Context: an optimization exercise on an open-source flow, tuned for small area, a short achievable clock period and few clock cycles per item. The choices shown serve that exercise and are no tape-out recipe.
Where RTL was checked, it was by simulation tests only, not by an equivalence proof against the original.
Power figures rest on the tool's default switching activity, not on a simulated workload.

P:
==> flow/design.v (excerpt) <==
module pdec_updt_top (
  input  logic         clk,
  input  logic         rst_n,
  input  logic         cfg_leaf_mode,
  input  logic [2:0]   cfg_jump_type,
  input  logic [1:0]   cfg_dcrc_num,
  input  logic         cfg_dcrc_mode,
  input  logic [2:0]   cfg_dcrc_ini,
  input  logic [23:0]  cfg_dcrc_idx,
  input  logic         dec_start,
  input  logic         upd_valid,
  input  logic [7:0]   srvl_bmp,
  input  logic [39:0]  pm_idx,
  input  logic [127:0] bit_val,
  input  logic [491:0] dcrc_info,
  output logic         upd_ready,
  output logic         upd_done,
  output logic [7:0]   list_wen,
  output logic [7:0]   list_waddr,
  output logic [31:0]  list_wdata,
  output logic [15:0]  path_stat,
  output logic         early_term
);
  localparam int NP = pdec_pkg::num_path;
  localparam logic [1:0] ST_CK  = 2'd0;
  localparam logic [1:0] ST_VAL = 2'd1;
  localparam logic [1:0] ST_INV = 2'd3;
  logic          busy_q;         
  logic [1:0]    wstep_q;        
  logic [7:0]    cnt_q;          
  logic [NP-1:0] bit_q;          
  logic [2:0]    mask_q;         
  logic [2:0]    info_q;         
  logic [2:0]    chk_q;          
  logic          mode_q;         
  ...
Size in the first run: ~69 flip-flops, roughly 770 I/O pins.
export LEC_CHECK = 0
export CAP_MARGIN = 20
export CORE_AREA = 5 5 275 275
export DIE_AREA = 0 0 280 280
export SETUP_SLACK_MARGIN = 1.7
export SLEW_MARGIN = 20
export SYNTH_HIERARCHICAL = 1
export TNS_END_PERCENT = 0
create_clock -name core_clock -period 5.0 [get_ports {clk}]
standard.sh (not shown) runs the stock make flow with config.mk's settings and CLKGATE_MAP_FILE= SYNTH_SCRIPT=/design/flow/synth_recipe.tcl, a recipe that flattens the netlist after the stock synthesis.
==> flow/flow/run.sh <==
#!/bin/bash
# Standard ORFS layout; the port buffers are the small sky130 buf_1
# instead of the delay buffer buffer_ports picks by default.
set -euo pipefail
bash standard.sh BUFFER_PORTS_ARGS="-buffer_cell sky130_fd_sc_hd__buf_1" finish > standard_flow.log 2>&1
P has completed all stages; timing, DRC and antenna checks passed.
Testbench counts of P, summed over its fixed seeds: cycles 6,540, updates 3,072.
Modified inputs, Q compared to P
Settings: a change of SETUP_SLACK_MARGIN from 1.7 to 2.2.
==> comparison <==
Comparing P with Q, the overall routing resource usage came out essentially unchanged.
There was hardly any difference in met1 track demand over resource in global routing between Q and P.
Taking P as the reference, in Q final critical-path required period went down; critical path depth went down 2; worst hold margin down 0.0056 ns; final critical-path share of the clock period has decreased.
Number of nets in the finished design (Q vs. P) increases slightly
Changes observed in Q relative to P: number of iterations in the first detailed-routing pass decreased by 3 relative to the old numbers; power rose by 0.33%; routed wire length fell 0.50%; final standard cell count with taps included and fillers excluded moved up.
Setup changes, Q to R
Settings: swapping 5 5 275 275 for 5 5 265 265 in CORE_AREA; swapping 0 0 280 280 for 0 0 270 270 in DIE_AREA; swapping 2.2 for 1.85 in SETUP_SLACK_MARGIN.
## What came out
Going from Q to R, minimum setup slack in the final design now sits lower, transition time at the pin with the least slew margin now sits higher, peak supply drop now sits lower, part of the power in the clock network now sits at about the same level. R reached the end of the flow, and the finished layout is clean on the timing, design-rule and antenna checks. R vs Q — non-clock buffer count climbed slightly. Q → R: global route total overflow did not really move, relative max-transition margin -22 points. Compared with Q, in R met1 wire length rose by about 1.5%; global-route usage over all layers rose by 2.0 points; total power rose by 0.18 mW.


pdec_updt_top, a different RTL version from the one above (not shown whole).
Size in the first run: ~1800 cells after synthesis, roughly 770 I/O pins, about 15000 um^2 of cells after synthesis.
export LEC_CHECK = 0
export CAP_MARGIN = 20
export CORE_AREA = 5 5 265 265
export DIE_AREA = 0 0 270 270
export SLEW_MARGIN = 20
export SYNTH_HIERARCHICAL = 1
create_clock -name core_clock -period 5.0 [get_ports {clk}]
Scripts as last shown in full above: flow/flow/run.sh
The first run finished clean.
Then changed:
--- a/flow/config.mk
+++ b/flow/config.mk
@@ -12 +11,0 @@
-export SYNTH_HIERARCHICAL = 1
Core utilization is higher by 3.4 points.
Hold slack is about the same.
Routed wire length rises by 18%.
Die area is unchanged.
Total power goes up by 20%.
Sequential power went up by 17%.
Fmax rose by 1.5%.
Register-to-register slack improved by 0.07 ns.
Flip-flop and latch count is unchanged.
Synthesized cell count rises by 27%.
Function was not checked in any run of this note: the RTL went through the layout flow alone.


pdec_updt_top, a different RTL version from the one above (not shown whole).
For scale: ~1500 cells after synthesis, roughly 14000 sq um of cells after synthesis.
## pdec_updt_top
module pdec_updt_top (
  input  logic         clk,
  input  logic         rst_n,
  input  logic         cfg_leaf_mode,
  input  logic [2:0]   cfg_jump_type,
  input  logic [1:0]   cfg_dcrc_num,
  input  logic         cfg_dcrc_mode,
  input  logic [2:0]   cfg_dcrc_ini,
  input  logic [23:0]  cfg_dcrc_idx,
  input  logic         dec_start,
  input  logic         upd_valid,
  input  logic [7:0]   srvl_bmp,
  input  logic [39:0]  pm_idx,
  input  logic [127:0] bit_val,
  input  logic [491:0] dcrc_info,
  output logic         upd_ready,
  output logic         upd_done,
  output logic [7:0]   list_wen,
  output logic [7:0]   list_waddr,
  output logic [31:0]  list_wdata,
  output logic [15:0]  path_stat,
  output logic         early_term
);
export LEC_CHECK = 0
export CAP_MARGIN = 20
export CORE_AREA = 5 5 265 265
export DIE_AREA = 0 0 270 270
export SETUP_SLACK_MARGIN = 2.5
export SLEW_MARGIN = 20
export SYNTH_HIERARCHICAL = 1
create_clock -name core_clock -period 5.0 [get_ports {clk}]
Scripts as last shown in full above: flow/flow/run.sh
The starting point finished with timing, DRC and antenna clean.
==> next run, changes <==
--- a/flow/config.mk
+++ b/flow/config.mk
@@ -9,5 +9,5 @@
 export CORE_AREA = 5 5 265 265
 export DIE_AREA = 0 0 270 270
-export SETUP_SLACK_MARGIN = 2.5
+export SETUP_SLACK_MARGIN = 1.5
 export SLEW_MARGIN = 20
 export SYNTH_HIERARCHICAL = 1
Outcome: Fmax rose by 1.8%; design area fell by 1.8%; worst setup slack gains 0.067 ns.
No functional check of the RTL was part of any run of this note.


Another version of the RTL of pdec_updt_top (not shown whole).
For scale: about 1400 cells after synthesis, ~67 flip-flops, about 770 I/O pins, ~14000 um^2 of cells after synthesis.
==> flow/config.mk <==
export PLATFORM = sky130hd
export DESIGN_NAME = pdec_updt_top
export DESIGN_NICKNAME = pdec_updt_top
export VERILOG_FILES = /design/flow/design.v
export SDC_FILE = /design/flow/constraint.sdc
export NUM_CORES = 4
export LEC_CHECK = 0
export CAP_MARGIN = 20
export CORE_AREA = 5 5 265 265
export DIE_AREA = 0 0 270 270
export SETUP_SLACK_MARGIN = 2.0
export SLEW_MARGIN = 20
export SYNTH_HIERARCHICAL = 1
==> flow/constraint.sdc <==
create_clock -name core_clock -period 5.0 [get_ports {clk}]
set_input_delay 1.0000 -clock core_clock [delete_from_list [all_inputs] [get_ports {clk}]]
set_output_delay 1.0000 -clock core_clock [all_outputs]
set_load 0.01 [all_outputs]
Scripts as last shown in full above: flow/flow/run.sh
The first run ran to the end with no violations.
Testbench counts at the start, summed over its fixed seeds: cycles 6,540, updates 3,072.
Edit:
Settings changed: SETUP_SLACK_MARGIN 2.0 to 1.5.
Effect: The changed run finished clean. Wire length fell by 1.1%. Design area drops by about 8%. Power drops by 8.1%. Non-clock buffer count fell by 93. First-iteration DRC count rose by about 9%.

==> separate check: timing with driven ports <==
How much do the figures lean on ideal ports? The routed layouts below were timed once more, with nothing changed but the port constraints. Step 1, drivers: a clkbuf_16 drives clk and a buf_2 each remaining input, both assumed. Step 2 moves the port delays by t, midway between the first and last clock arrival at a register: inputs arrive t later, outputs are due t later. That takes back most of the time a late clock gives input paths. Slacks: ideal ports / drivers / drivers and shift; pairs: ideal ports / drivers.
| run | t (ns) | slack for setup (ns) | worst setup path after step 2 | slew at the worst register clock pin (ns) | cell pins on the clock port's net |
|---|---|---|---|---|---|
| P | 0.427 | 1.643 / 1.631 / 1.242 | input to register | 0.07 / 0.07 | 1 |
| Q | 0.419 | 1.721 / 1.721 / 1.351 | input to register | 0.07 / 0.07 | 1 |
| R | 0.429 | 1.576 / 1.576 / 1.177 | input to register | 0.08 / 0.08 | 1 |
| the first run of note 2 | 0.386 | 0.140 / 0.140 / 0.140 | register to register | 0.06 / 0.06 | 1 |
| the second run of note 2 | 0.422 | 0.214 / 0.214 / 0.214 | register to register | 0.07 / 0.07 | 1 |
| the first run of note 3 | 0.429 | 1.180 / 1.180 / 0.782 | input to register | 0.07 / 0.07 | 1 |
| the second run of note 3 | 0.404 | 1.246 / 1.132 / 0.728 | input to register | 0.07 / 0.07 | 1 |
| the first run of note 4 | 0.405 | 1.375 / 1.372 / 0.967 | input to register | 0.07 / 0.07 | 1 |
| the second run of note 4 | 0.421 | 1.430 / 1.362 / 0.990 | input to register | 0.08 / 0.08 | 1 |
After both steps every run listed still meets setup and hold. For the second run of note 3, which loses most, drivers alone change the setup slack by -0.114 ns; drivers and shift together by -0.518 ns.
